This design comes from an exercise in tuning for small area, a short achievable clock period and few clock cycles per item on the open sky130 flow, not from production work.
RTL that was checked went through simulation tests only; none was proved equivalent to the original.
The RTL of runs 1, 5 and 6 was laid out without a check of its function.
Power figures rest on the tool's default switching activity, not on a simulated workload.

==> design.v <==
package pcmmm_pkg;
  localparam int unsigned ValueW   = 20;
  localparam int unsigned TimeW    = 17;
  localparam int unsigned ChanW    = 4;
  localparam int unsigned SumW     = 36;
  localparam int unsigned CountW   = 16;
  localparam int unsigned Channels = 16;
  localparam logic [ValueW-1:0] LowReset  = 20'd9000;
  localparam logic [ValueW-1:0] HighReset = 20'd16000;
  localparam logic [CountW-1:0] CountMax  = '1;
endpackage
import pcmmm_pkg::*;
module per_channel_min_max_mean (
  input  logic        clk_i,
  input  logic        rst_ni,
  input  logic        s_axis_tvalid,
  output logic        s_axis_tready,
  input  logic        s_axis_tuser,   
  input  logic [47:0] s_axis_tdata,   
  output logic        m_axis_tvalid,
  input  logic        m_axis_tready,
  output logic [119:0] m_axis_tdata,  
  input  logic        cfg_valid_i,
  output logic        cfg_ready_o,
  input  logic        cfg_index_i,
  input  logic [ValueW-1:0] cfg_data_i
);
  localparam int unsigned DivR   = 3;                          
  localparam int unsigned DivS   = (ValueW + DivR - 1) / DivR;  
  localparam int unsigned DivP   = DivS * DivR;                
  localparam int unsigned NMul   = (1 << DivR) - 1;            
  localparam int unsigned MulW   = CountW + DivR;
  localparam int unsigned StepW  = $clog2(DivS + 1);
  localparam int unsigned QDepth = 2;                          
  localparam int unsigned Cap    = QDepth + 1;                 
  localparam int unsigned CapW   = $clog2(Cap + 1);
  localparam int unsigned SnapW  = ChanW + 1 + 2 * (ValueW + TimeW) + CountW + SumW;
  assign cfg_ready_o = 1'b1;
  logic [ValueW-1:0] low_q, high_q;
  always_ff @(posedge clk_i or negedge rst_ni) begin
    if (!rst_ni) begin
      low_q  <= LowReset;
      high_q <= HighReset;
    end else if (cfg_valid_i) begin
      if (cfg_index_i) high_q <= cfg_data_i;
      else             low_q  <= cfg_data_i;
    end
  end
  logic              tready_q;
  logic              take;
  logic [ChanW-1:0]  in_ch;
  logic [ValueW-1:0] in_val;
  logic [TimeW-1:0]  in_ts;
  logic [Channels-1:0] in_sel;
  assign s_axis_tready = tready_q;
  assign take   = s_axis_tvalid && tready_q;
  assign in_ch  = s_axis_tdata[3:0];
  assign in_val = s_axis_tdata[23:4];
  assign in_ts  = s_axis_tdata[40:24];
  always_comb begin
    for (int c = 0; c < Channels; c++) in_sel[c] = (in_ch == ChanW'(c));
  end
  localparam int unsigned StatW = 2 * (ValueW + TimeW) + SumW + CountW;
  logic [Channels-1:0]            vld_q;
  logic [Channels-1:0][StatW-1:0] stat_q;    
  logic                           r_vld;
  logic [StatW-1:0]               r_stat;
  always_comb begin
    r_vld  = 1'b0;
    r_stat = '0;
    for (int c = 0; c < Channels; c++) begin
      r_vld  = r_vld  | (in_sel[c] & vld_q[c]);
      r_stat = r_stat | ({StatW{in_sel[c] & vld_q[c]}} & stat_q[c]);
    end
  end
  logic                y_rec, y_rd, y_fwd;
  logic [ChanW-1:0]    y_ch;
  logic [Channels-1:0] y_sel;
  logic [ValueW-1:0]   y_val;
  logic [TimeW-1:0]    y_ts;
  logic                y_evld;
  logic [StatW-1:0]    y_e;
  logic                w_rec, w_rd, w_lte, w_gte;
  logic [ChanW-1:0]    w_ch;
  logic [Channels-1:0] w_sel;
  logic [ValueW-1:0]   w_val;
  logic [TimeW-1:0]    w_ts;
  logic                w_evld;
  logic [ValueW-1:0]   e_minv, e_maxv;
  logic [TimeW-1:0]    e_mint, e_maxt;
  logic [SumW-1:0]     w_nsum;    
  logic [CountW-1:0]   w_ncnt;
  logic [StatW-1:0]    n_stat;    
  logic in_win, in_fwd;
  assign in_win = (in_val >= low_q) && (in_val <= high_q);
  assign in_fwd = w_rec && (in_ch == w_ch);
  always_ff @(posedge clk_i or negedge rst_ni) begin
    if (!rst_ni) begin
      y_rec <= 1'b0;
      y_rd  <= 1'b0;
    end else begin
      y_rec <= take && !s_axis_tuser && in_win;
      y_rd  <= take && s_axis_tuser;
    end
  end
  always_ff @(posedge clk_i) begin
    y_ch  <= in_ch;
    y_sel <= in_sel;
    y_val <= in_val;
    y_ts  <= in_ts;
    y_fwd <= y_rec && (in_ch == y_ch);
    if (in_fwd) begin
      y_evld <= 1'b1;
      y_e    <= n_stat;
    end else begin
      y_evld <= r_vld;
      y_e    <= r_stat;
    end
  end
  logic [ValueW-1:0] y_minv, y_maxv;
  logic [TimeW-1:0]  y_mint, y_maxt;
  assign {y_minv, y_mint, y_maxv, y_maxt} = y_e[StatW-1 -: 2 * (ValueW + TimeW)];
  logic c1_lt, c2_lt, c1_gt, c2_gt, y_lt, y_gt;
  assign c1_lt = (y_val < y_minv) || (y_val == y_minv && y_ts < y_mint);
  assign c2_lt = (y_val < w_val)  || (y_val == w_val  && y_ts < w_ts);
  assign c1_gt = (y_val > y_maxv) || (y_val == y_maxv && y_ts < y_maxt);
  assign c2_gt = (y_val > w_val)  || (y_val == w_val  && y_ts < w_ts);
  assign y_lt  = (y_fwd && w_lte) ? c2_lt : c1_lt;
  assign y_gt  = (y_fwd && w_gte) ? c2_gt : c1_gt;
  always_ff @(posedge clk_i or negedge rst_ni) begin
    if (!rst_ni) begin
      w_rec <= 1'b0;
      w_rd  <= 1'b0;
    end else begin
      w_rec <= y_rec;
      w_rd  <= y_rd;
    end
  end
  logic [SumW-1:0]   y_sum, y_nsum;
  logic [CountW-1:0] y_cnt, y_ncnt;
  logic              y_add;
  assign y_sum  = y_fwd ? w_nsum : y_e[CountW +: SumW];
  assign y_cnt  = y_fwd ? w_ncnt : y_e[0 +: CountW];
  assign y_add  = y_rec && (y_cnt != CountMax);
  assign y_nsum = y_add ? y_sum + SumW'(y_val) : y_sum;
  assign y_ncnt = y_add ? y_cnt + 1'b1 : y_cnt;
  always_ff @(posedge clk_i) begin
    w_ch   <= y_ch;
    w_sel  <= y_sel;
    w_val  <= y_val;
    w_ts   <= y_ts;
    w_nsum <= y_nsum;
    w_ncnt <= y_ncnt;
    if (y_fwd) begin
      w_evld <= 1'b1;
      {e_minv, e_mint, e_maxv, e_maxt} <= n_stat[StatW-1 -: 2 * (ValueW + TimeW)];
      w_lte  <= y_lt;
      w_gte  <= y_gt;
    end else begin
      w_evld <= y_evld;
      {e_minv, e_mint, e_maxv, e_maxt} <= y_e[StatW-1 -: 2 * (ValueW + TimeW)];
      w_lte  <= y_lt || !y_evld;
      w_gte  <= y_gt || !y_evld;
    end
  end
  assign n_stat = {w_lte ? w_val : e_minv, w_lte ? w_ts : e_mint,
                   w_gte ? w_val : e_maxv, w_gte ? w_ts : e_maxt,
                   w_nsum, w_ncnt};
  always_ff @(posedge clk_i or negedge rst_ni) begin
    if (!rst_ni) begin
      vld_q <= '0;
    end else begin
      for (int c = 0; c < Channels; c++) begin
        if (w_rec && w_sel[c]) vld_q[c] <= 1'b1;
      end
    end
  end
  always_ff @(posedge clk_i) begin
    for (int c = 0; c < Channels; c++) begin
      if (w_rec && w_sel[c]) stat_q[c] <= n_stat;
    end
  end
  logic [SnapW-1:0] snap;
  logic             b_rd;
  assign b_rd = w_rd;
  assign snap = {w_ch, w_evld, e_minv, e_mint, e_maxv, e_maxt, w_ncnt, w_nsum};
  logic [SnapW-1:0] q_d [QDepth];
  logic [QDepth-1:0] q_v;
  logic [QDepth:0]   q_mv;    
  logic              o_free;
  always_comb begin
    q_mv[QDepth] = q_v[QDepth-1] && o_free;
    for (int k = QDepth - 1; k >= 1; k--) begin
      q_mv[k] = q_v[k-1] && (!q_v[k] || q_mv[k+1]);
    end
    q_mv[0] = b_rd;
  end
  always_ff @(posedge clk_i or negedge rst_ni) begin
    if (!rst_ni) begin
      q_v <= '0;
    end else begin
      for (int k = 0; k < QDepth; k++) begin
        if (q_mv[k])        q_v[k] <= 1'b1;
        else if (q_mv[k+1]) q_v[k] <= 1'b0;
      end
    end
  end
  always_ff @(posedge clk_i) begin
    if (q_mv[0]) q_d[0] <= snap;
    for (int k = 1; k < QDepth; k++) begin
      if (q_mv[k]) q_d[k] <= q_d[k-1];
    end
  end
  logic                o_busy, o_done;
  logic [StepW-1:0]    o_step;
  logic [ChanW-1:0]    o_ch;
  logic                o_has;
  logic [ValueW-1:0]   o_minv, o_maxv;
  logic [TimeW-1:0]    o_mint, o_maxt;
  logic [CountW-1:0]   o_cnt;
  logic [CountW-1:0]   o_rem;
  logic [DivP-1:0]     o_qd;       
  logic [MulW-1:0]     o_mul [NMul+1];   
  logic              load;
  logic [SnapW-1:0]  head;
  logic [ChanW-1:0]  h_ch;
  logic              h_has;
  logic [ValueW-1:0] h_minv, h_maxv;
  logic [TimeW-1:0]  h_mint, h_maxt;
  logic [CountW-1:0] h_cnt;
  logic [SumW-1:0]   h_sum;
  assign head = q_d[QDepth-1];
  assign {h_ch, h_has, h_minv, h_mint, h_maxv, h_maxt, h_cnt, h_sum} = head;
  assign o_free = !o_busy || (o_done && m_axis_tready);
  assign load   = q_mv[QDepth];
  logic [MulW-1:0] mul [NMul+1];
  always_comb begin
    mul[0] = '0;
    for (int j = 1; j <= NMul; j++) begin
      if (j == 1)          mul[j] = MulW'(o_cnt);
      else if (j % 2 == 1) mul[j] = o_mul[j];
      else                 mul[j] = mul[j/2] << 1;
    end
  end
  logic [CountW+DivR-1:0] trial;
  logic [DivR-1:0]        qbits;
  logic [CountW-1:0]      rem_n;
  assign trial = {o_rem, o_qd[DivP-1 -: DivR]};
  logic [NMul+1:0]        ge;
  logic [CountW+DivR-1:0] diff [NMul+1];
  always_comb begin
    diff[0]    = trial;
    ge[0]      = 1'b1;
    ge[NMul+1] = 1'b0;
    for (int j = 1; j <= NMul; j++) begin
      diff[j] = trial - mul[j];
      ge[j]   = (trial >= mul[j]);
    end
  end
  always_comb begin
    qbits = '0;
    rem_n = '0;
    for (int j = 0; j <= NMul; j++) begin
      if (ge[j] && !ge[j+1]) begin
        qbits = qbits | DivR'(j);
        rem_n = rem_n | diff[j][CountW-1:0];
      end
    end
    if (!o_has) qbits = '0;
  end
  always_ff @(posedge clk_i or negedge rst_ni) begin
    if (!rst_ni) begin
      o_busy <= 1'b0;
      o_done <= 1'b0;
      o_step <= '0;
    end else if (load) begin
      o_busy <= 1'b1;
      o_done <= 1'b0;
      o_step <= '0;
    end else if (o_busy && !o_done) begin
      o_step <= o_step + 1'b1;
      if (o_step == StepW'(DivS - 1)) o_done <= 1'b1;
    end else if (o_done && m_axis_tready) begin
      o_busy <= 1'b0;
      o_done <= 1'b0;
    end
  end
  localparam int unsigned OutW = ChanW + 1 + 2 * (ValueW + TimeW) + CountW;
  logic [OutW-1:0] o_out, h_out;
  logic            o_step_en;
  assign h_out     = {h_ch, h_has, h_minv, h_mint, h_maxv, h_maxt, h_cnt};
  assign o_step_en = o_busy && !o_done;
  assign {o_ch, o_has, o_minv, o_mint, o_maxv, o_maxt, o_cnt} = o_out;
  always_ff @(posedge clk_i or negedge rst_ni) begin
    if (!rst_ni) begin
      o_out <= '0;
      o_qd  <= '0;
      for (int j = 3; j <= NMul; j += 2) o_mul[j] <= '0;
    end else if (load) begin
      o_out <= h_out;
      o_qd  <= h_sum[DivP-1:0];
      for (int j = 3; j <= NMul; j += 2) o_mul[j] <= MulW'(j) * MulW'(h_cnt);
    end else if (o_step_en) begin
      o_qd  <= {o_qd[DivP-DivR-1:0], qbits};
    end
  end
  always_ff @(posedge clk_i) begin
    o_rem <= load ? CountW'(h_sum >> DivP) : rem_n;
  end
  assign m_axis_tvalid = o_done;
  assign m_axis_tdata  = {5'b0, o_cnt, o_qd[ValueW-1:0], o_maxt, o_maxv,
                          o_mint, o_minv, o_has, o_ch};
  logic [CapW-1:0] infl_q, infl_d;
  logic            fire;
  assign fire   = o_done && m_axis_tready;
  assign infl_d = infl_q + CapW'(take && s_axis_tuser) - CapW'(fire);
  always_ff @(posedge clk_i or negedge rst_ni) begin
    if (!rst_ni) begin
      infl_q   <= '0;
      tready_q <= 1'b1;
    end else begin
      infl_q   <= infl_d;
      tready_q <= (infl_d < CapW'(Cap)) || (s_axis_tvalid && !take && !s_axis_tuser);
    end
  end
endmodule
==> run.sh <==
#!/bin/bash
# synth_recipe.tcl (not shown) runs the flow's synth.tcl, then flattens the netlist and writes it again
# the make line also repeats each setting of config.mk as NAME=value (left out here)
make -C /OpenROAD-flow-scripts/flow DESIGN_CONFIG=/design/flow/config.mk WORK_HOME=/design/flow/orfs CLKGATE_MAP_FILE= SYNTH_SCRIPT=/design/flow/synth_recipe.tcl finish
==> config.mk <==
export PLATFORM = sky130hd
export DESIGN_NAME = per_channel_min_max_mean
export DESIGN_NICKNAME = per_channel_min_max_mean
export VERILOG_FILES = /design/flow/design.v
export SDC_FILE = /design/flow/constraint.sdc
export NUM_CORES = 4
export LEC_CHECK = 0
export ABC_CLOCK_PERIOD_IN_PS = 2800
export CAP_MARGIN = 20
export CORE_MARGIN = 2
export CORE_UTILIZATION = 40
export PLACE_DENSITY = 0.6
export SETUP_SLACK_MARGIN = 4.2
export SLEW_MARGIN = 20
==> constraint.sdc <==
create_clock -name core_clock -period 7.0 [get_ports {clk_i}]
set_input_delay 1.4000 -clock core_clock [delete_from_list [all_inputs] [get_ports {clk_i}]]
set_output_delay 1.4000 -clock core_clock [all_outputs]
set_load 0.01 [all_outputs]
==> reports/qor.yml, run 1 <==
final_core_util_pct: 48.69
maxClockFrequency_mhz: 306.0
yosysWarnings: 5
synth_edf_count: 2278
grt_start_max_net_pins: 134
clk_pin_slew_ns: 0.06
design.portCount: 198
area_growth_pct: 21.18
required_arrival_time_at_the_worst_endpoint_ns: 7.68
area.sequential_um2: 82190
gpl.final_weighted_congestion: 0.8853
post_dp_cell_area_um2: 121300
chipHeight_um: 536.3
clock_sinks: 2902
total_leakage_power_nw: 48.82
count_of_nets_after_finishing: 8732
crit_path_end_kind: "register"
die-width_um: 536.3
syn-mean-instance-area_um2: 14.85
postSynth.asyncResetShare_pct: 8.167
post_route_cells_drive_above_1_share_pct: 20.85
grt_first_pass_wirelength_mm: 524.6
fin_setup_tns_ns: 0
cell_types_with_the_largest_area_share_after_synthesis: "sky130_fd_sc_hd__edfxtp_1, sky130_fd_sc_hd__dfxtp_1, sky130_fd_sc_hd__dfrtp_1"
critPathMaxFanout: 2
ctsLongestPathBuffers: 4
p_per_area_nw_per_um2: 367.0
floorplan.initialDensity_pct: 40.18
track_usage_pct: 25.30
finalWirelength_mm: 378.0
final-max-slew-violation-count: 0
cts_tree: "done"
synth_ff_type: "sky130_fd_sc_hd__edfxtp_1"
grt_antenna_before_repair: 16
vdd_drop_max_uv: 247.2
die_footprint_um2: 287600
cts_root_buf: "sky130_fd_sc_hd__clkbuf_16"
post-synth-top-area-fraction_pct: 60.37
antenna_left: 0
grt-ovfl-total: 0
worst_ep_arrival_time_ns: 3.95
first_pass_drt_iterations: 6
io_buffer_count: 184
iteration_0_drc_count_of_the_detailed_router: 9352
final_setup_vio_count: 0
fp-row-count: 195
detail_route.drc_violations: 0
routed-via-count: 73690
cts-htree-levels: 5
cts_hold_buffers: 0
stdcell_area_um2: 137300
postSynthCellCount: 7630
via_count_of_the_first_global_routing_pass: 70580
min_path_type: "register to register"
final_common_cell: "sky130_fd_sc_hd__edfxtp_1"
core_area_um2: 282000
final-hold-violation-count: 0
final.setup_skew_ns: 0.05050
dp_hpwl_mm: 184.2
total_cts_buffers: 286
postLayoutSetupSlackWorst_ns: 3.732
tightestPinTransition_ns: 1.100
wire_per_inst_um: 30.82
multi_input_combinational_cell_area_um2: 32380
maxCapViolCount: 0
fin_worst_hold_slack_ns: 0.3261
clk_latency_ns: 0.85
final_period_utilization_pct: 46.68
synthDominantAreaCellType: "sky130_fd_sc_hd__edfxtp_1"
critPathLaunchType: "register"
min_cycle_time_layout_ns: 3.268
vias_per_cell: 6.008
post_synthesis_register_bit_count: 2902
synthDistinctLibCells: 85
synthesis.area_um2: 113300
rsz0062_at_grt: "true"
dp_slack_ns: 2.084
filler_cell_count: 23650
max_slew_margin_pct: 26.69
most-common-layout-cells: "sky130_fd_sc_hd__edfxtp_1, sky130_fd_sc_hd__a22oi_1, sky130_fd_sc_hd__nand2_1, sky130_fd_sc_hd__dfxtp_1, sky130_fd_sc_hd__buf_4"
status: "complete, no violations"
worst-setup-path-type: "register to register"
ys_seq_area_share_pct: 72.45
-- power breakdown --
part / internal, mW / switching, mW / leakage (nW)
clock network: 8.87 / 6.51 / 4.50
registers: 20.2 / 1.24 / 26.8
logic: 5.89 / 7.67 / 17.5
-- cells in the mapped netlist, drive strengths merged, types with 21 or more instances --
library cell and n:
a211oi 21, a21o 74, a21oi 341, a221oi 236, a22o 231, a22oi 598, a31oi 32, a41oi 58
and2 35, and3 76, buf 132, clkbuf 238, dfrtp 225, dfxtp 387, edfxtp 2278, fa 24
ha 349, inv 338, mux2 49, mux2i 98, nand2 474, nand2b 37, nand3 121, nand4 119
nor2 281, nor2b 46, nor3 124, o21a 21, o21ai 185, or2 25, xnor2 114, xor2 66
-- layout make-up --
cell class / count / area share (%)
antenna: 9 / 0.01640
clock buffer: 411 / 5.965
clock inverter: 107 / 0.7763
inverter: 338 / 0.9275
multi-input combinational: 4053 / 23.58
sequential: 2902 / 59.85
tap: 3743 / 3.410
timing repair buffer: 703 / 5.479
-- through the flow --
step | cells | power [mW]
2_1_floorplan | 7634 | 28.44
3_3_place_gp | 11310 | 31.94
3_5_place_dp | 11310 | 32.18
4_1_cts | 12160 | 49.03
5_1_grt | 12260 | 52.30
6_report | 12270 | 50.39
-- what timing repair did --
action	in CTS	in global routing
resized for setup	1005	239
setup buffers	284	91
gates cloned	47	7
pin swaps	163	147
endpoints found under the setup margin	1098	486
-- cells by family after synthesis --
family                   after synthesis  synth area share, %
AO/OA/AOI/OAI                       1918                12.22
XOR/XNOR                             180                1.391
adder cells (fa/ha/maj)              373                4.277
buffers and inverters                708                2.432
flip-flops                          2902                72.45
multiplexers                         147                1.353
other                                  2             0.006627
AND/OR/NAND/NOR                     1400                5.870
-- path summary, 6_finish.rpt --
check                           startpoint      endpoint  slack (ns)  depth (start not counted)
worst max-delay path            q_d[1][39]  o_mul[5][17]        3.73                         12
worst min register to register   y_sel[12]     w_sel[12]        0.33                          0
worst min-delay path             y_sel[12]     w_sel[12]        0.33                          0
worst max register to register  q_d[1][39]  o_mul[5][17]        3.73                         12
max in group asynchronous           rst_ni   o_mul[5][1]        4.86                          2
min in group asynchronous           rst_ni     o_out[65]        0.59                          1
-- routing by layer --
metal | vias up | track usage, % | wire length (µm)
met5 | - | 0 | 59
met4 | 10 | 8.343 | 13310
met3 | 688 | 4.102 | 37270
met2 | 4007 | 40.58 | 175400
met1 | 37910 | 35.06 | 152000
li1 | 31070 | - | -
-- critical path, stage by stage (launching register included) --
cell and delay, ns:
sky130_fd_sc_hd__edfxtp_1 0.43, sky130_fd_sc_hd__ha_1 0.32, sky130_fd_sc_hd__ha_2 0.21, sky130_fd_sc_hd__fa_2 0.35, sky130_fd_sc_hd__a21o_1 0.17, sky130_fd_sc_hd__a21oi_2 0.16
sky130_fd_sc_hd__o21bai_2 0.12, sky130_fd_sc_hd__a2111oi_4 0.36, sky130_fd_sc_hd__nor3_2 0.10, sky130_fd_sc_hd__or4b_1 0.48, sky130_fd_sc_hd__a31oi_1 0.19, sky130_fd_sc_hd__xor2_1 0.17
sky130_fd_sc_hd__o21ai_1 0.08
-- flip-flops by register name (all words and copies together), names as in the netlist, 17 cells and up --
register	flops
e_maxt	17
e_maxv	20
e_mint	17
e_minv	20
high_q	20
low_q	20
o_mul	37
o_out	93
o_qd	21
q_d	262
stat_q	2016
w_nsum	36
w_ts	17
w_val	20
y_e	126
y_ts	17
y_val	20
==> inputs of run 2 (changes only) <==
--- a/design.v
+++ b/design.v
@@ -48,3 +48,2 @@
   end
-  logic              tready_q;
   logic              take;
@@ -54,4 +53,5 @@
   logic [Channels-1:0] in_sel;
-  assign s_axis_tready = tready_q;
-  assign take   = s_axis_tvalid && tready_q;
+  logic full_q;
+  assign s_axis_tready = !full_q || !s_axis_tuser;
+  assign take   = s_axis_tvalid && s_axis_tready;
   assign in_ch  = s_axis_tdata[3:0];
@@ -318,7 +318,7 @@
     if (!rst_ni) begin
-      infl_q   <= '0;
-      tready_q <= 1'b1;
+      infl_q <= '0;
+      full_q <= 1'b0;
     end else begin
-      infl_q   <= infl_d;
-      tready_q <= (infl_d < CapW'(Cap)) || (s_axis_tvalid && !take && !s_axis_tuser);
+      infl_q <= infl_d;
+      full_q <= (infl_d >= CapW'(Cap));
     end
--- a/config.mk
+++ b/config.mk
@@ -7,3 +7,2 @@
 export LEC_CHECK = 0
-export ABC_CLOCK_PERIOD_IN_PS = 2800
 export CAP_MARGIN = 20
==> run 2 against run 1 <==
Against the previous run: still clean on timing, DRC and antenna; fmax is 0.91% lower; power is 1.5% lower; clock skew is 0.0026 ns higher; sequential share of layout area is 0.77 points higher; global-route usage is 0.71 points lower; clock power hardly changed; sequential cell count stayed put; final cell count is 0.60% lower; critical path depth is 5 higher.
==> reports/qor.yml, run 2 <==
first_pass_drt_iterations: 6
final-hold-violation-count: 0
grt-ovfl-total: 0
cts_tree: "done"
final_setup_vio_count: 0
count_of_nets_after_finishing: 8659
startpoint: "y_fwd"
iteration_0_drc_count_of_the_detailed_router: 8570
post_synth_top_cells: "sky130_fd_sc_hd__edfxtp_1, sky130_fd_sc_hd__a22oi_1, sky130_fd_sc_hd__nand2_1, sky130_fd_sc_hd__dfxtp_1, sky130_fd_sc_hd__inv_1"
vdd_drop_max_uv: 259.7
worst_hold_startpoint: "y_sel[13]"
postSynth.asyncResetShare_pct: 8.167
core_area_um2: 282000
stdcell_area_um2: 135500
final-max-slew-violation-count: 0
synth_edf_count: 2278
total_cts_buffers: 284
synthDominantAreaCellType: "sky130_fd_sc_hd__edfxtp_1"
postSynthCellCount: 7632
final_common_cell: "sky130_fd_sc_hd__edfxtp_1"
antenna_left: 0
gpl.final_weighted_congestion: 0.8974
filler_cell_count: 23790
reg2reg_from: "y_fwd"
ys_seq_area_share_pct: 72.40
synthDistinctLibCells: 82
crit_path_end_kind: "register"
min_path_type: "register to register"
status: "complete, no violations"
ctsLongestPathBuffers: 4
reg_top3: "stat_q: 2016 flops, q_d: 262 flops, y_e: 126 flops"
most-common-layout-cells: "sky130_fd_sc_hd__edfxtp_1, sky130_fd_sc_hd__a22oi_1, sky130_fd_sc_hd__nand2_1, sky130_fd_sc_hd__dfxtp_1, sky130_fd_sc_hd__inv_1"
largest_register: "stat_q"
post_synthesis_register_bit_count: 2902
largest_register_ffs: 2016
critPathMaxFanout: 5
required_arrival_time_at_the_worst_endpoint_ns: 7.77
yosysWarnings: 5
multi_input_combinational_cell_area_um2: 31800
post_layout_nonfiller_instances: 12190
reg2regPathDepth: 17
worst_ep_arrival_time_ns: 4.07
cts_hold_buffers: 0
synth_ff_type: "sky130_fd_sc_hd__edfxtp_1"
chipHeight_um: 536.4
min_cycle_time_layout_ns: 3.298
maxClockFrequency_mhz: 303.2
clock_sinks: 2902
post-synth-top-area-fraction_pct: 60.32
p_per_area_nw_per_um2: 366.2
clk_pin_slew_ns: 0.06
worstReg2RegEnd: "w_nsum[28]"
fin_worst_hold_slack_ns: 0.3142
detail_route.drc_violations: 0
post_route_cells_drive_above_1_share_pct: 19.12
wire_per_inst_um: 29.99
design.portCount: 198
cell_types_with_the_largest_area_share_after_synthesis: "sky130_fd_sc_hd__edfxtp_1, sky130_fd_sc_hd__dfxtp_1, sky130_fd_sc_hd__dfrtp_1"
r2r_slack_ns: 3.70
post-synth-top-count-cell: "sky130_fd_sc_hd__edfxtp_1"
syn-mean-instance-area_um2: 14.86
final_period_utilization_pct: 47.11
tightestPinTransition_ns: 1.164
clk_latency_ns: 0.86
cts-htree-levels: 5
area_growth_pct: 19.53
routed-via-count: 72870
cts_root_buf: "sky130_fd_sc_hd__clkbuf_16"
grt_antenna_before_repair: 18
via_count_of_the_first_global_routing_pass: 69590
area.sequential_um2: 82170
finalWirelength_mm: 365.7
maxCapViolCount: 0
final.setup_skew_ns: 0.05312
total_leakage_power_nw: 48.45
synthesis.area_um2: 113400
grt_first_pass_wirelength_mm: 512.0
grt_start_max_net_pins: 135
floorplan.initialDensity_pct: 40.21
io_buffer_count: 184
cell_total_after_placement: 11340
max_slew_margin_pct: 22.43
worst-setup-path-type: "register to register"
vias_per_cell: 5.977
fp-row-count: 195
dp_hpwl_mm: 186.9
crit_end: "w_nsum[28]"
critPathLaunchType: "register"
post_dp_cell_area_um2: 121900
track_usage_pct: 24.59
fin_setup_tns_ns: 0
power.total_mw: 49.63
rsz0062_at_grt: "true"
die_footprint_um2: 287800
die-width_um: 536.4
[run 2: cell count changes in the layout (fill, tap and decap cells not counted), sizes merged, moves of 11 or more]
cell,delta
o21a,+14
a21o,+31
xnor2,-11
clkbuf,-26
a22oi,-13
dlygate4sd2,-11
buf,-58
a21oi,-25
clkinv,+20
[run 2: where the power goes]
part | leakage, nW | internal [mW] | switching, mW
combinational | 17.1 | 5.56 | 7.17
clock | 4.53 | 8.90 | 6.55
sequential | 26.8 | 20.2 | 1.27
[run 2: logic make-up after synthesis]
logic type | share of synthesized area [%]
xor gates and xnor gates | 1.336
DFF | 72.40
adders and majority gates | 4.274
AOI/OAI and AO/OA | 12.42
and+or+nand+nor | 5.803
other | 0.006623
buffers and inverters | 2.427
muxes | 1.333
[run 2: area by class of cell]
type                       instances  area share (%)
clock buffer                     387           5.870
clock inverter                   126           1.004
sequential                      2902           60.62
tap                             3743           3.455
antenna                           11         0.02031
inverter                         350          0.9822
multi-input combinational       4045           23.46
timing repair buffer             628           4.586
[run 2: per-layer routing]
layer	track usage (%)	vias to the layer above	share of wire [%]
met5	0	-	0.019
met4	7.484	10	3.4
met2	39.71	3896	47
met3	3.592	619	9.2
met1	34.39	37450	41
li1	-	30900	-
[run 2: timing repair]
action,in CTS,in global routing
buffers inserted,253,45
gates resized for setup,864,117
pin swaps,163,107
setup endpoints to repair,1108,424
gates cloned,30,3
hold endpoints to repair,0,0
[run 2: worst min path at each step]
stage | endpoint | cells past startpoint
CTS | w_sel[12] | 0
global route | w_sel[4] | 0
finish | w_sel[13] | 0
global placement | w_sel[1] | 0
detailed placement | w_sel[12] | 0
floorplan | w_sel[0] | 0
[run 2: per-stage QoR]
step                util (%)  setup WS [ns]
detailed placement     43.23          2.043
global route           48.05          3.565
CTS                    47.74          3.628
floorplan                  -          3.672
finish                 48.06          3.702
global placement       43.23          2.064
[run 2: worst max-delay path, cell delays in order, from the launching register on]
cell	delay [ns]
sky130_fd_sc_hd__dfxtp_4	0.36
sky130_fd_sc_hd__buf_4	0.14
sky130_fd_sc_hd__buf_12	0.14
sky130_fd_sc_hd__mux2_4	0.22
sky130_fd_sc_hd__ha_4	0.15
sky130_fd_sc_hd__inv_2	0.04
sky130_fd_sc_hd__fa_2	0.38
sky130_fd_sc_hd__nor2b_4	0.15
sky130_fd_sc_hd__o31ai_4	0.09
sky130_fd_sc_hd__a211oi_4	0.34
sky130_fd_sc_hd__or2_4	0.19
sky130_fd_sc_hd__o211ai_1	0.09
sky130_fd_sc_hd__buf_4	0.17
sky130_fd_sc_hd__a31oi_4	0.23
sky130_fd_sc_hd__nor2_4	0.06
sky130_fd_sc_hd__buf_6	0.15
sky130_fd_sc_hd__nor4_4	0.14
sky130_fd_sc_hd__xor2_1	0.18
Testbench counts of run 2, summed over its fixed seeds: cycles 11,047, reads 909.
==> inputs of run 3 (changes only) <==
--- a/config.mk
+++ b/config.mk
@@ -10,2 +10,4 @@
 export CORE_UTILIZATION = 40
+export CTS_CLUSTER_DIAMETER = 100
+export CTS_CLUSTER_SIZE = 20
 export PLACE_DENSITY = 0.6
==> run 3 against run 2 <==
Against the previous run: still clean on timing, DRC and antenna; final cell count fell by 1.1%; non-clock buffer count up 74; design area down 2.3%; largest power group unchanged.
==> reports/qor.yml, run 3 <==
status: "complete, no violations"
ys_seq_area_share_pct: 72.40
first_pass_drt_iterations: 7
p_per_area_nw_per_um2: 340.7
min_cycle_time_layout_ns: 3.373
grt_start_max_net_pins: 135
total_cts_buffers: 172
r2r_slack_ns: 3.63
hold_path_end: "w_sel[13]"
vdd_drop_max_uv: 287.2
post_synth_top_cells: "sky130_fd_sc_hd__edfxtp_1, sky130_fd_sc_hd__a22oi_1, sky130_fd_sc_hd__nand2_1, sky130_fd_sc_hd__dfxtp_1, sky130_fd_sc_hd__inv_1"
design.portCount: 198
final_common_cell: "sky130_fd_sc_hd__edfxtp_1"
grt_first_pass_wirelength_mm: 510.2
wire_per_inst_um: 30.42
crit_path_frequent_cell: "sky130_fd_sc_hd__a211oi_4"
fin_setup_tns_ns: 0
most-common-layout-cells: "sky130_fd_sc_hd__edfxtp_1, sky130_fd_sc_hd__a22oi_1, sky130_fd_sc_hd__nand2_1, sky130_fd_sc_hd__dfxtp_1, sky130_fd_sc_hd__inv_1"
cts-htree-levels: 4
largest_register: "stat_q"
crit_path_end_kind: "register"
post_synthesis_register_bit_count: 2902
synthSimpleGateAreaFrac_pct: 5.803
post_dp_cell_area_um2: 121900
antenna_left: 0
fp-row-count: 195
final-max-slew-violation-count: 0
core_area_um2: 282000
final_setup_vio_count: 0
rsz0062_at_grt: "true"
maxClockFrequency_mhz: 296.5
synthDominantAreaCellType: "sky130_fd_sc_hd__edfxtp_1"
die_footprint_um2: 287800
worst_ep_arrival_time_ns: 4.11
synth_ff_type: "sky130_fd_sc_hd__edfxtp_1"
clock_sinks: 2902
clk_pin_slew_ns: 0.09
via_count_of_the_first_global_routing_pass: 68380
worst_path_max_delay_cell: "sky130_fd_sc_hd__dfxtp_4"
hold-path-cell-count: 0
vias_per_cell: 6.001
cell_types_with_the_largest_area_share_after_synthesis: "sky130_fd_sc_hd__edfxtp_1, sky130_fd_sc_hd__dfxtp_1, sky130_fd_sc_hd__dfrtp_1"
multiplexer_share_of_the_synthesized_area_pct: 1.333
xor_xnor_fraction_of_synth_area_pct: 1.336
adder_cell_share_of_the_synthesized_area_pct: 4.274
worst-setup-path-type: "register to register"
worstReg2RegEnd: "w_nsum[31]"
track_usage_pct: 24.57
largest_family_of_logic_cells_by_synthesized_area: "compound AO/OA/AOI/OAI gates"
critical-path-max-stage-delay_ns: 0.40
chipHeight_um: 536.4
power.total_mw: 45.13
post-synth-top-count-cell: "sky130_fd_sc_hd__edfxtp_1"
stdcell_area_um2: 132500
post_route_cells_drive_above_1_share_pct: 18.11
required_arrival_time_at_the_worst_endpoint_ns: 7.74
floorplan.initialDensity_pct: 40.21
area_growth_pct: 16.83
dp_hpwl_mm: 186.9
largest_register_ffs: 2016
cts_root_buf: "sky130_fd_sc_hd__clkbuf_16"
min_path_type: "register to register"
critPathMaxFanout: 5
critPathLaunchType: "register"
synthDistinctLibCells: 82
reg_top3: "stat_q: 2016 flops, q_d: 262 flops, y_e: 126 flops"
ctsLongestPathBuffers: 4
reg2regPathDepth: 15
final-hold-violation-count: 0
iteration_0_drc_count_of_the_detailed_router: 8815
maxCapViolCount: 0
detail_route.drc_violations: 0
grt_antenna_before_repair: 13
clk_latency_ns: 0.87
synthesis.area_um2: 113400
die-width_um: 536.4
yosysWarnings: 5
worst_hold_startpoint: "y_sel[13]"
finalWirelength_mm: 366.7
postSynthCellCount: 7632
post_layout_nonfiller_instances: 12050
cell_total_after_placement: 11340
cts_tree: "done"
final_period_utilization_pct: 48.19
final.setup_skew_ns: 0.04826
total_leakage_power_nw: 46.83
postSynth.asyncResetShare_pct: 8.167
final_core_util_pct: 46.97
count_of_nets_after_finishing: 8623
synth_edf_count: 2278
gpl.final_weighted_congestion: 0.8974
syn-mean-instance-area_um2: 14.86
grt-ovfl-total: 0
routed-via-count: 72330
post-synth-top-area-fraction_pct: 60.32
synth_compound_area_share_pct: 12.42
reg2reg_from: "y_fwd"
tightestPinTransition_ns: 1.047
cts_hold_buffers: 0
io_buffer_count: 184
max_slew_margin_pct: 28.22
cp_cell_sequence: "buf_12, mux2i_4, inv_2, ha_4, a211oi_4, o21ai_2, a311oi_2, o31a_1, o211ai_1, buf_4, nand4b_1, buf_6, a211oi_4, xnor2_1, mux2i_1"
[run 3: cell counts after synthesis]
Identical to the previous run, type by type.
[run 3: cells by family after synthesis]
kind of cell               Yosys count
adders and majority gates          373
xor gates and xnor gates           173
and+or+nand+nor                   1381
buffers and inverters              717
DFF                               2902
AOI/OAI and AO/OA                 1939
other                                2
muxes                              145
[run 3: power breakdown]
part / switching, mW / internal (mW) / total [mW]
Combinational: 7.41 / 5.99 / 13.4
Clock: 5.55 / 4.75 / 10.3
Sequential: 1.28 / 20.2 / 21.4
Total: 14.2 / 30.9 / 45.1
[run 3: critical path, delay by kind of cell, from the launching register on]
family                     cells  cell delay (ns)
xor gates and xnor gates       1             0.14
adders and majority gates      1             0.29
buffers and inverters          4             0.62
and+or+nand+nor                1             0.16
DFF                            1             0.40
AOI/OAI and AO/OA              6             1.23
muxes                          2             0.38
[run 3: metrics by stage]
stage	hold slack [ns]	setup WS, ns
2_1_floorplan	0.3096	3.672
5_1_grt	0.3304	3.509
3_3_place_gp	0.3105	2.064
6_report	0.3116	3.627
3_5_place_dp	0.3121	2.043
4_1_cts	0.3265	3.641
[run 3: what timing repair did]
action                     4_1_cts  5_1_grt
setup buffers                  277       88
pin swaps                      158      141
cloned                          35        7
gates resized for setup        885      234
setup endpoints to repair     1098      482
hold endpoints to repair         0        0
[run 3: how the worst max path moves through the flow]
stage	slack [ns]	from	cells past startpoint	to
global route	3.51	y_fwd	15	w_nsum[31]
floorplan	3.67	y_fwd	15	w_nsum[31]
global placement	2.06	s_axis_tdata[2]	8	y_e[102]
CTS	3.64	q_d[1][37]	13	o_mul[7][16]
finish	3.63	y_fwd	15	w_nsum[31]
detailed placement	2.04	s_axis_tdata[2]	8	y_e[102]
[run 3: area by class of cell]
cell class	instances	area [µm²]
fill	24140	149600
inverter	350	1334
clock inverter	7	87.58
tap	3743	4683
clock buffer	295	4840
sequential	2902	82170
multi-input combinational	4047	32160
antenna	7	17.52
timing repair buffer	702	7196
[run 3: per-layer routing]
layer	vias up	GRT usage [%]	part of all wire, %
met4	4	7.099	3.5
met3	539	3.103	8.9
met2	3667	39.79	47
met5	-	0	0.0082
li1	30700	-	-
met1	37420	34.75	41
==> inputs of run 4 (changes only) <==
--- a/config.mk
+++ b/config.mk
@@ -13,3 +13,3 @@
 export PLACE_DENSITY = 0.6
-export SETUP_SLACK_MARGIN = 4.2
+export SETUP_SLACK_MARGIN = 3.7
 export SLEW_MARGIN = 20
==> run 4 against run 3 <==
Against the previous run: largest power group unchanged; still clean; critical path depth fell by 7; synthesized area unchanged; clock skew increased by 0.013 ns; design area down 3.1%.
==> reports/qor.yml, run 4 <==
status: "complete, no violations"
stdcell_area_um2: 128300
largest_register: "stat_q"
cell_types_with_the_largest_area_share_after_synthesis: "sky130_fd_sc_hd__edfxtp_1, sky130_fd_sc_hd__dfxtp_1, sky130_fd_sc_hd__dfrtp_1"
postSynth.asyncResetShare_pct: 8.167
ys_seq_area_share_pct: 72.40
core_area_um2: 282000
cts_root_buf: "sky130_fd_sc_hd__clkbuf_16"
detail_route.drc_violations: 0
vias_per_cell: 5.972
post-synth-top-area-fraction_pct: 60.32
post_dp_cell_area_um2: 120300
post_synthesis_register_bit_count: 2902
area_growth_pct: 13.18
clk_latency_ns: 0.88
gpl.final_weighted_congestion: 0.9012
cts_tree: "done"
min_cycle_time_layout_ns: 3.462
clkPwrFrac_pct: 23.7
worst_path_max_delay_cell: "sky130_fd_sc_hd__clkdlybuf4s15_2"
post_route_cells_drive_above_1_share_pct: 10.54
filler_cell_count: 24570
post-synth-top-count-cell: "sky130_fd_sc_hd__edfxtp_1"
postSynthCellCount: 7632
grt_start_max_net_pins: 133
synthesis.area_um2: 113400
p_per_area_nw_per_um2: 339.6
critical-path-max-stage-delay_ns: 0.53
required_arrival_time_at_the_worst_endpoint_ns: 7.75
final-max-slew-violation-count: 0
die_footprint_um2: 287800
p_int_mw: 30.02
wire_per_inst_um: 29.58
comb_power_share_pct: 27.1
maxClockFrequency_mhz: 288.8
total_leakage_power_nw: 44.83
reg_top3: "stat_q: 2016 flops, q_d: 262 flops, y_e: 126 flops"
track_usage_pct: 23.34
sw_frac_of_total_pct: 31.11
dp_hpwl_mm: 182.2
syn-mean-instance-area_um2: 14.86
cp_cell_sequence: "clkdlybuf4s15_2, xnor2_1, nand3_1, nor4_4, buf_4, buf_12, nor3_1, a21oi_1"
final.setup_skew_ns: 0.06123
design.portCount: 198
clk_pin_slew_ns: 0.08
final_period_utilization_pct: 49.46
min_path_type: "register to register"
p_seq_share_pct: 49.2
fp-row-count: 195
final-hold-violation-count: 0
critPathLaunchType: "input port"
fin_setup_tns_ns: 0
ctsLongestPathBuffers: 4
grt_antenna_before_repair: 10
max_slew_margin_pct: 23.48
synth_ff_type: "sky130_fd_sc_hd__edfxtp_1"
yosysWarnings: 5
clock_sinks: 2902
chipHeight_um: 536.4
first_pass_drt_iterations: 6
io_buffer_count: 184
grt-ovfl-total: 0
tightestPinTransition_ns: 1.116
post_synth_top_cells: "sky130_fd_sc_hd__edfxtp_1, sky130_fd_sc_hd__a22oi_1, sky130_fd_sc_hd__nand2_1, sky130_fd_sc_hd__dfxtp_1, sky130_fd_sc_hd__inv_1"
crit_path_end_kind: "register"
vdd_drop_max_uv: 238.7
final_common_cell: "sky130_fd_sc_hd__edfxtp_1"
floorplan.initialDensity_pct: 40.21
synth_edf_count: 2278
total_cts_buffers: 173
final_setup_vio_count: 0
rsz0062_at_grt: "true"
synthDistinctLibCells: 82
routed-via-count: 70670
worst_ep_arrival_time_ns: 4.21
cts-htree-levels: 4
synthDominantAreaCellType: "sky130_fd_sc_hd__edfxtp_1"
antenna_left: 0
switching_power_mw: 13.56
most-common-layout-cells: "sky130_fd_sc_hd__edfxtp_1, sky130_fd_sc_hd__a22oi_1, sky130_fd_sc_hd__nand2_1, sky130_fd_sc_hd__dfxtp_1, sky130_fd_sc_hd__inv_1"
critPathMaxFanout: 102
cts_hold_buffers: 0
via_count_of_the_first_global_routing_pass: 66860
worst-setup-path-type: "input port to register"
grt_first_pass_wirelength_mm: 487.6
maxCapViolCount: 0
finalWirelength_mm: 350.0
largest_register_ffs: 2016
die-width_um: 536.4
iteration_0_drc_count_of_the_detailed_router: 8545
count_of_nets_after_finishing: 8396
## run 4: worst paths after layout
check / startpoint / endpoint / slack, ns / cells after the start
min reg2reg: y_sel[3] / w_sel[3] / 0.33 / 0
max: s_axis_tdata[2] / y_e[64] / 3.54 / 8
min in group asynchronous: rst_ni / o_out[33] / 0.52 / 1
max in group asynchronous: rst_ni / o_mul[5][1] / 5.06 / 2
max reg2reg: y_fwd / w_nsum[25] / 3.60 / 15
min: y_sel[3] / w_sel[3] / 0.33 / 0
## run 4: through the flow
step	hold WS [ns]	util [%]	cells	setup WS [ns]	power, mW
final	0.3265	45.50	11830	3.538	43.58
after global routing	0.3341	45.50	11830	3.450	45.38
after CTS	0.3262	45.06	11740	3.658	42.92
after detailed placement	0.3121	42.67	11320	2.244	31.85
after global placement	0.3115	42.67	11320	2.225	31.62
after floorplan	0.3096	-	7636	3.666	28.19
## run 4: logic make-up after synthesis
kind of cell / Yosys count / share of synthesized area (%)
flip-flops: 2902 / 72.40
adder cells (fa/ha/maj): 373 / 4.274
multiplexers: 145 / 1.333
XOR/XNOR: 173 / 1.336
AND/OR/NAND/NOR: 1381 / 5.803
AO/OA/AOI/OAI: 1939 / 12.42
buffers and inverters: 717 / 2.427
other: 2 / 0.006623
## run 4: area by class of cell
cell class              count  area [µm²]  area share, %
flip-flops and latches   2902       82160          64.01
clock inverters             8       117.6        0.09164
inverters                 350        1319          1.028
multi-input cells        4042       30100          23.45
clock buffers             302        4877          3.800
diodes                      8       20.02        0.01560
repair buffers            479        5072          3.952
well taps                3743        4683          3.649
## run 4: power by group through the flow
stage | clock, mW | sequential [mW] | combinational [mW]
finish | 10.3 | 21.4 | 11.8
global route | 11.0 | 21.6 | 12.8
CTS | 10.4 | 21.4 | 11.1
detailed placement | 0 | 21.8 | 10.1
global placement | 0 | 21.7 | 9.92
floorplan | 0 | 21.3 | 6.89
## run 4: timing repair
action                                 in CTS  in global routing
setup endpoints to repair                 210                133
gates resized for setup                   195                128
buffers inserted                           95                 74
endpoints found under the hold margin       0                  0
pin swaps                                  65                 68
cloned                                     18                  8
## run 4: worst max-delay path: cells and delay by family
kind	cells	cell delay, ns
AOI/OAI and AO/OA	1	0.30
xor gates and xnor gates	1	0.20
buffers and inverters	3	1.22
and+or+nand+nor	3	0.96
## run 4: layer usage
layer  track usage [%]  share of wire [%]  vias up
met3             3.317                9.1      533
met5                 0             0.0094        -
li1                  -                  -    30250
met1             32.56                 41    36320
met4             5.992                2.9        4
met2             38.36                 47     3566
==> inputs of run 5 (changes only) <==
--- a/design.v
+++ b/design.v
@@ -144,3 +144,9 @@
   assign y_add  = y_rec && (y_cnt != CountMax);
-  assign y_nsum = y_add ? y_sum + SumW'(y_val) : y_sum;
+  localparam int unsigned HiW = SumW - ValueW;
+  logic [ValueW:0]  y_lo;
+  logic [HiW-1:0]   y_hi, y_hi1;
+  assign y_lo   = {1'b0, y_sum[ValueW-1:0]} + {1'b0, y_val};
+  assign y_hi   = y_sum[SumW-1:ValueW];
+  assign y_hi1  = y_hi + 1'b1;
+  assign y_nsum = !y_add ? y_sum : {y_lo[ValueW] ? y_hi1 : y_hi, y_lo[ValueW-1:0]};
   assign y_ncnt = y_add ? y_cnt + 1'b1 : y_cnt;
@@ -261,3 +267,3 @@
     qbits = '0;
-    rem_n = '0;
+    rem_n = {CountW{load}} & CountW'(h_sum >> DivP);
     for (int j = 0; j <= NMul; j++) begin
@@ -265,2 +271,4 @@
         qbits = qbits | DivR'(j);
+      end
+      if (ge[j] && !ge[j+1] && !load) begin
         rem_n = rem_n | diff[j][CountW-1:0];
@@ -307,3 +315,3 @@
   always_ff @(posedge clk_i) begin
-    o_rem <= load ? CountW'(h_sum >> DivP) : rem_n;
+    o_rem <= rem_n;
   end
--- a/config.mk
+++ b/config.mk
@@ -10,6 +10,4 @@
 export CORE_UTILIZATION = 40
-export CTS_CLUSTER_DIAMETER = 100
-export CTS_CLUSTER_SIZE = 20
 export PLACE_DENSITY = 0.6
-export SETUP_SLACK_MARGIN = 3.7
+export SETUP_SLACK_MARGIN = 4.2
 export SLEW_MARGIN = 20
==> run 5 against run 4 <==
Against the previous run: clock power rose by 48%; combinational power rose by 14%; utilization rose by 2.8 points; setup slack got worse by 0.027 ns; sequential share of layout area fell by 3.8 points; non-clock buffer count rose by 171; sequential cell count did not move; clock skew fell by 0.010 ns.
==> reports/qor.yml, run 5 <==
post_dp_cell_area_um2: 122100
total_cts_buffers: 287
crit_path_end_kind: "register"
reg2regPathDepth: 15
chipHeight_um: 536.9
cts_hold_buffers: 0
final_period_utilization_pct: 49.85
die_footprint_um2: 288300
maxCapViolCount: 0
track_usage_pct: 24.70
critPathMaxFanout: 6
via_count_of_the_first_global_routing_pass: 69820
synthesis.area_um2: 113600
r2r_slack_ns: 3.51
hold_path_end: "w_sel[4]"
comb_power_share_pct: 26.6
filler_cell_count: 23550
largest_register: "stat_q"
post-synth-top-area-fraction_pct: 60.22
clock_sinks: 2902
io_buffer_count: 184
worst-setup-path-type: "register to register"
worst_hold_startpoint: "y_sel[4]"
worst_path_max_delay_cell: "sky130_fd_sc_hd__dfxtp_4"
final_common_cell: "sky130_fd_sc_hd__edfxtp_1"
synth_edf_count: 2278
area.sequential_um2: 82190
syn-mean-instance-area_um2: 14.85
required_arrival_time_at_the_worst_endpoint_ns: 7.71
dp_hpwl_mm: 187.6
postSynth.asyncResetShare_pct: 8.167
status: "complete, no violations"
stdcell_area_um2: 136500
clk_pin_slew_ns: 0.06
fp-row-count: 195
count_of_nets_after_finishing: 8703
p_int_mw: 34.80
postSynthCellCount: 7650
wire_per_inst_um: 30.23
clk_latency_ns: 0.87
ys_seq_area_share_pct: 72.27
worst_ep_arrival_time_ns: 4.20
ctsLongestPathBuffers: 4
clkPwrFrac_pct: 30.3
iteration_0_drc_count_of_the_detailed_router: 8906
floorplan.initialDensity_pct: 40.24
switching_power_mw: 15.43
routed-via-count: 72970
grt_start_max_net_pins: 132
most-common-layout-cells: "sky130_fd_sc_hd__edfxtp_1, sky130_fd_sc_hd__a22oi_1, sky130_fd_sc_hd__nand2_1, sky130_fd_sc_hd__dfxtp_1, sky130_fd_sc_hd__inv_1"
area_growth_pct: 20.13
reg_top3: "stat_q: 2016 flops, q_d: 262 flops, y_e: 126 flops"
p_per_area_nw_per_um2: 368.1
final-max-slew-violation-count: 0
die-width_um: 536.9
post_synth_top_cells: "sky130_fd_sc_hd__edfxtp_1, sky130_fd_sc_hd__a22oi_1, sky130_fd_sc_hd__nand2_1, sky130_fd_sc_hd__dfxtp_1, sky130_fd_sc_hd__ha_1"
synthDominantAreaCellType: "sky130_fd_sc_hd__edfxtp_1"
vdd_drop_max_uv: 281.5
finalWirelength_mm: 369.5
gpl.final_weighted_congestion: 0.9116
hold-path-cell-count: 0
worstReg2RegEnd: "w_nsum[32]"
fin_setup_tns_ns: 0
grt-ovfl-total: 0
design.portCount: 198
min_path_type: "register to register"
cts_root_buf: "sky130_fd_sc_hd__clkbuf_16"
final_setup_vio_count: 0
p_seq_share_pct: 43.1
core_area_um2: 282300
antenna_left: 0
post_route_cells_drive_above_1_share_pct: 20.32
yosysWarnings: 5
max_slew_margin_pct: 28.47
grt_first_pass_wirelength_mm: 514.3
grt_antenna_before_repair: 14
vias_per_cell: 5.969
tightestPinTransition_ns: 1.073
cell_types_with_the_largest_area_share_after_synthesis: "sky130_fd_sc_hd__edfxtp_1, sky130_fd_sc_hd__dfxtp_1, sky130_fd_sc_hd__dfrtp_1"
min_cycle_time_layout_ns: 3.489
cts_tree: "done"
final.setup_skew_ns: 0.05124
sw_frac_of_total_pct: 30.71
cp_cell_sequence: "mux2_4, ha_4, inv_2, fa_2, and2b_1, o31a_1, o221ai_4, o31a_1, buf_6, o21ai_4, buf_6, o21ai_4, nor4b_4, xnor2_1, mux2i_1"
cts-htree-levels: 5
post_synthesis_register_bit_count: 2902
largest_register_ffs: 2016
multi_input_combinational_cell_area_um2: 32530
detail_route.drc_violations: 0
maxClockFrequency_mhz: 286.6
critPathLaunchType: "register"
final_core_util_pct: 48.35
total_leakage_power_nw: 48.83
first_pass_drt_iterations: 6
critical-path-max-stage-delay_ns: 0.51
reg2reg_from: "y_fwd"
post-synth-top-count-cell: "sky130_fd_sc_hd__edfxtp_1"
final-hold-violation-count: 0
synthDistinctLibCells: 99
rsz0062_at_grt: "true"
synth_ff_type: "sky130_fd_sc_hd__edfxtp_1"
run 5: cell families after synthesis:
| kind of cell | after synthesis | share of synthesized area, % |
|---|---|---|
| AND/OR/NAND/NOR | 1450 | 6.167 |
| flip-flops | 2902 | 72.27 |
| XOR/XNOR | 171 | 1.318 |
| buffers and inverters | 710 | 2.451 |
| other | 2 | 0.006611 |
| adder cells (fa/ha/maj) | 374 | 4.278 |
| multiplexers | 148 | 1.359 |
| AO/OA/AOI/OAI | 1893 | 12.15 |
run 5: critical path, delay by kind of cell (launching register included):
kind                     cells  cell delay [ns]
AO/OA/AOI/OAI                5             1.01
XOR/XNOR                     1             0.16
adder cells (fa/ha/maj)      2             0.48
buffers and inverters        3             0.33
flip-flops                   1             0.51
multiplexers                 2             0.32
AND/OR/NAND/NOR              2             0.53
run 5: power by group through the flow:
stage	sequential [mW]	clock, mW	combinational [mW]
after floorplan	21.5	0	7.20
final	21.7	15.2	13.4
after CTS	21.6	15.4	12.2
after detailed placement	22.0	0	10.5
after global placement	21.9	0	10.3
after global routing	21.8	16.0	14.4
run 5: timing repair:
item                       4_1_cts  5_1_grt
setup endpoints to repair      814      329
resized for setup              909      204
pin swaps                      129      127
gates cloned                    28        5
buffers inserted               257       72
run 5: how the worst max path moves through the flow:
stage               startpoint          to  slack [ns]  cells after the start
2_1_floorplan            y_fwd  w_nsum[27]        3.67                     18
3_3_place_gp   s_axis_tdata[0]     y_e[68]        2.15                      8
3_5_place_dp   s_axis_tdata[0]     y_e[68]        2.13                      8
4_1_cts                  y_fwd  w_nsum[32]        3.55                     15
5_1_grt                  y_fwd  w_nsum[32]        3.48                     15
6_report                 y_fwd  w_nsum[32]        3.51                     15
run 5: per-stage QoR:
step | worst slack, ns | instances | hold WS [ns] | total power, mW
floorplan | 3.670 | 7654 | 0.3096 | 28.66
CTS | 3.553 | 12140 | 0.3235 | 49.15
detailed placement | 2.133 | 11350 | 0.3121 | 32.50
global route | 3.477 | 12220 | 0.3328 | 52.16
finish | 3.511 | 12230 | 0.3260 | 50.23
global placement | 2.154 | 11350 | 0.3108 | 32.24
run 5: layer usage:
| metal | up-vias | track usage [%] | share of wire [%] |
|---|---|---|---|
| li1 | 31020 | - | - |
| met1 | 37620 | 34.30 | 41 |
| met2 | 3707 | 39.61 | 46 |
| met3 | 623 | 4.533 | 9.9 |
| met4 | 6 | 7.166 | 3.2 |
| met5 | - | 0 | 0.011 |
run 5: layout make-up:
| cell class | instances | share of cell area (%) |
|---|---|---|
| timing repair buffer | 650 | 4.872 |
| clock buffer | 378 | 5.804 |
| tap | 3743 | 3.432 |
| antenna | 6 | 0.01100 |
| inverter | 345 | 0.9599 |
| clock inverter | 133 | 0.8645 |
| sequential | 2902 | 60.22 |
| multi-input combinational | 4068 | 23.84 |
==> inputs of run 6 (changes only) <==
--- a/config.mk
+++ b/config.mk
@@ -10,2 +10,4 @@
 export CORE_UTILIZATION = 40
+export CTS_CLUSTER_DIAMETER = 100
+export CTS_CLUSTER_SIZE = 20
 export PLACE_DENSITY = 0.6
==> run 6 against run 5 <==
Against the previous run: sequential share of layout area rose by 1.8 points; power fell by 9.7%; still clean on timing, DRC and antenna; setup slack got worse by 0.032 ns; die area did not move; design area fell by 2.9%; combinational power barely moved; final cell count fell by 1.5%; via count fell by 0.43%; highest routed layer unchanged; sequential power barely moved.
==> reports/qor.yml, run 6 <==
chipHeight_um: 536.9
via_count_of_the_first_global_routing_pass: 68620
wire_per_inst_um: 30.62
grt-ovfl-total: 0
final_period_utilization_pct: 50.30
cts_tree: "done"
use_met1_pct: 34.75
clk_pin_slew_ns: 0.09
crit_end: "w_nsum[32]"
min_cycle_time_layout_ns: 3.521
sw_frac_of_total_pct: 32.02
ys_seq_area_share_pct: 72.27
globalRoute.busiestLayer: "met2"
r2r_slack_ns: 3.48
largest_register: "stat_q"
clkPwrFrac_pct: 22.8
first_pass_drt_iterations: 6
antenna_left: 0
synthesis.area_um2: 113600
grt_first_pass_wirelength_mm: 513.8
tightestPinTransition_ns: 1.092
vias_per_cell: 6.033
postLayoutSetupSlackWorst_ns: 3.479
floorplan.initialDensity_pct: 40.24
max_slew_margin_pct: 27.20
critPathMaxFanout: 5
maxCapViolCount: 0
min_path_type: "register to register"
p_int_mw: 30.84
grt_start_max_net_pins: 132
worst_ep_arrival_time_ns: 4.25
postSynthCellCount: 7650
status: "complete, no violations"
final-max-slew-violation-count: 0
grt_antenna_before_repair: 15
count_of_nets_after_finishing: 8604
dp_hpwl_mm: 187.6
final.setup_skew_ns: 0.04538
total_cts_buffers: 172
synthDistinctLibCells: 99
ctsLongestPathBuffers: 4
area_growth_pct: 16.71
reg2regPathDepth: 14
routed-via-count: 72660
syn-mean-instance-area_um2: 14.85
p_seq_share_pct: 47.7
reg2reg_from: "y_fwd"
comb_power_share_pct: 29.5
critPathLaunchType: "register"
finalWirelength_mm: 368.8
die_footprint_um2: 288300
fin_setup_tns_ns: 0
post-synth-top-area-fraction_pct: 60.22
design.portCount: 198
worst-setup-path-type: "register to register"
postSynth.asyncResetShare_pct: 8.167
iteration_0_drc_count_of_the_detailed_router: 9189
cts_hold_buffers: 0
cp_cell_sequence: "mux2_4, ha_4, inv_2, fa_2, and2b_1, o31a_1, o221ai_4, o31a_1, o21ai_4, buf_6, o21ai_4, nor4b_4, xnor2_1, mux2i_1"
most-common-layout-cells: "sky130_fd_sc_hd__edfxtp_1, sky130_fd_sc_hd__a22oi_1, sky130_fd_sc_hd__nand2_1, sky130_fd_sc_hd__dfxtp_1, sky130_fd_sc_hd__inv_1"
clock_sinks: 2902
core_area_um2: 282300
final-hold-violation-count: 0
cell_types_with_the_largest_area_share_after_synthesis: "sky130_fd_sc_hd__edfxtp_1, sky130_fd_sc_hd__dfxtp_1, sky130_fd_sc_hd__dfrtp_1"
detail_route.drc_violations: 0
cts-htree-levels: 4
post_route_cells_drive_above_1_share_pct: 18.24
required_arrival_time_at_the_worst_endpoint_ns: 7.73
grt.met3_usage_pct: 3.921
synth_ff_type: "sky130_fd_sc_hd__edfxtp_1"
worstReg2RegEnd: "w_nsum[32]"
die-width_um: 536.9
post-synth-top-count-cell: "sky130_fd_sc_hd__edfxtp_1"
post_synthesis_register_bit_count: 2902
dp_slack_ns: 2.133
final_setup_vio_count: 0
post_synth_top_cells: "sky130_fd_sc_hd__edfxtp_1, sky130_fd_sc_hd__a22oi_1, sky130_fd_sc_hd__nand2_1, sky130_fd_sc_hd__dfxtp_1, sky130_fd_sc_hd__ha_1"
io_buffer_count: 184
yosysWarnings: 5
final_common_cell: "sky130_fd_sc_hd__edfxtp_1"
synthDominantAreaCellType: "sky130_fd_sc_hd__edfxtp_1"
largest_register_ffs: 2016
maxClockFrequency_mhz: 284.0
reg_top3: "stat_q: 2016 flops, q_d: 262 flops, y_e: 126 flops"
cts_root_buf: "sky130_fd_sc_hd__clkbuf_16"
startpoint: "y_fwd"
crit_path_end_kind: "register"
track_usage_pct: 24.74
synth_edf_count: 2278
vdd_drop_max_uv: 228.0
fp-row-count: 195
worst_path_max_delay_cell: "sky130_fd_sc_hd__dfxtp_4"
p_per_area_nw_per_um2: 342.1
gr-usage-met2_pct: 39.50
rsz0062_at_grt: "true"
switching_power_mw: 14.52
total_leakage_power_nw: 46.82
clk_latency_ns: 0.89
gpl.final_weighted_congestion: 0.9116
critical-path-max-stage-delay_ns: 0.50
[run 6: cell counts after synthesis]
No cell type changed its count.
[run 6: how the worst min path moves through the flow]
stage               depth (start not counted)       from   endpoint  slack (ns)
global route                                0   y_sel[9]   w_sel[9]        0.34
CTS                                         0  y_sel[13]  w_sel[13]        0.33
detailed placement                          0  y_sel[13]  w_sel[13]        0.31
finish                                      0   y_sel[2]   w_sel[2]        0.33
global placement                            0  y_sel[15]  w_sel[15]        0.31
floorplan                                   0   y_sel[0]   w_sel[0]        0.31
[run 6: metrics by stage]
step	utilization, %	hold WS, ns	area (µm²)	std cells	power, mW
2_1_floorplan	-	0.3096	116800	7654	28.66
3_3_place_gp	43.23	0.3108	122000	11350	32.24
3_5_place_dp	43.24	0.3121	122100	11350	32.50
4_1_cts	46.42	0.3306	131000	11950	44.39
5_1_grt	46.96	0.3385	132600	12030	47.19
6_report	46.97	0.3314	132600	12040	45.36
[run 6: routing by layer]
layer	part of all wire (%)	vias to the layer above	wire length, µm
li1	-	30700	-
met1	41	37620	151100
met2	46	3703	170400
met3	9.4	620	34580
met4	3.4	8	12590
met5	0.014	-	53
[run 6: area by class of cell]
| cell class | instances | area, µm² |
|---|---|---|
| flip-flops and latches | 2902 | 82180 |
| clock buffers | 302 | 4887 |
| well taps | 3743 | 4683 |
| clock inverters | 5 | 65.06 |
| multi-input cells | 4067 | 32520 |
| inverters | 345 | 1314 |
| repair buffers | 667 | 6895 |
| diodes | 13 | 32.53 |
| fillers | 23950 | 149700 |
[run 6: repair_timing]
action                     in CTS  in global routing
setup endpoints to repair     816                379
gates cloned                   31                  5
pin swaps                     130                112
resized for setup             923                204
buffers inserted              270                 72
[run 6: worst max-delay path: cells and delay by family (launching register included)]
family	cells	cell delay (ns)
flip-flops	1	0.50
AO/OA/AOI/OAI	5	1.16
buffers and inverters	2	0.19
multiplexers	2	0.32
adder cells (fa/ha/maj)	2	0.49
XOR/XNOR	1	0.15
AND/OR/NAND/NOR	2	0.53
[run 6: cell families (layout without fill, tap and decap cells)]
kind of cell | Yosys count | in the layout | synth area share, %
DFF | 2902 | 2902 | 72.27
AOI/OAI and AO/OA | 1893 | 1893 | 12.15
and+or+nand+nor | 1450 | 1475 | 6.167
buffers and inverters | 710 | 1319 | 2.451
adders and majority gates | 374 | 374 | 4.278
xor gates and xnor gates | 171 | 171 | 1.318
muxes | 148 | 148 | 1.359
other | 2 | 19 | 0.006611
[run 6: power groups by stage]
stage | clock network (mW) | logic (mW) | registers (mW)
after global routing | 11.0 | 14.4 | 21.8
after CTS | 10.5 | 12.4 | 21.6
after floorplan | 0 | 7.20 | 21.5
after detailed placement | 0 | 10.5 | 22.0
after global placement | 0 | 10.3 | 21.9
final | 10.3 | 13.4 | 21.6

## afterwards: timing with drivers on the ports
No port has a modelled driver above. Below, the same layouts with a new extraction and two added sets of constraints.
Step 1, drivers: a clkbuf_16 drives clk_i and a buf_2 each remaining input, both assumed.
Step 2, shift: input delay + t, output delay - t, t = (earliest + latest rising clock arrival at the registers) / 2. This alone moves slack from input paths to output paths.
Slacks: ideal / step 1 / step 2; pairs: ideal / step 1.
run | t, ns | setup slack, ns | worst hold slack (ns) | worst setup path after step 2
run 1 | 0.936 | 3.732 / 3.685 / 3.317 | 0.326 / 0.326 / 0.326 | input to register
run 2 | 0.933 | 3.702 / 3.698 / 3.216 | 0.314 / 0.314 / 0.314 | input to register
run 3 | 0.944 | 3.627 / 3.627 / 3.126 | 0.312 / 0.312 / 0.312 | input to register
run 4 | 0.951 | 3.538 / 3.550 / 2.659 | 0.326 / 0.326 / 0.326 | input to register
run 5 | 0.931 | 3.511 / 3.511 / 3.037 | 0.326 / 0.326 / 0.326 | input to register
run 6 | 0.972 | 3.479 / 3.479 / 3.060 | 0.331 / 0.331 / 0.331 | input to register
After both steps setup and hold are still met in every run listed. For run 4, which loses most, drivers alone change the setup slack by +0.012 ns; drivers and shift together by -0.879 ns.
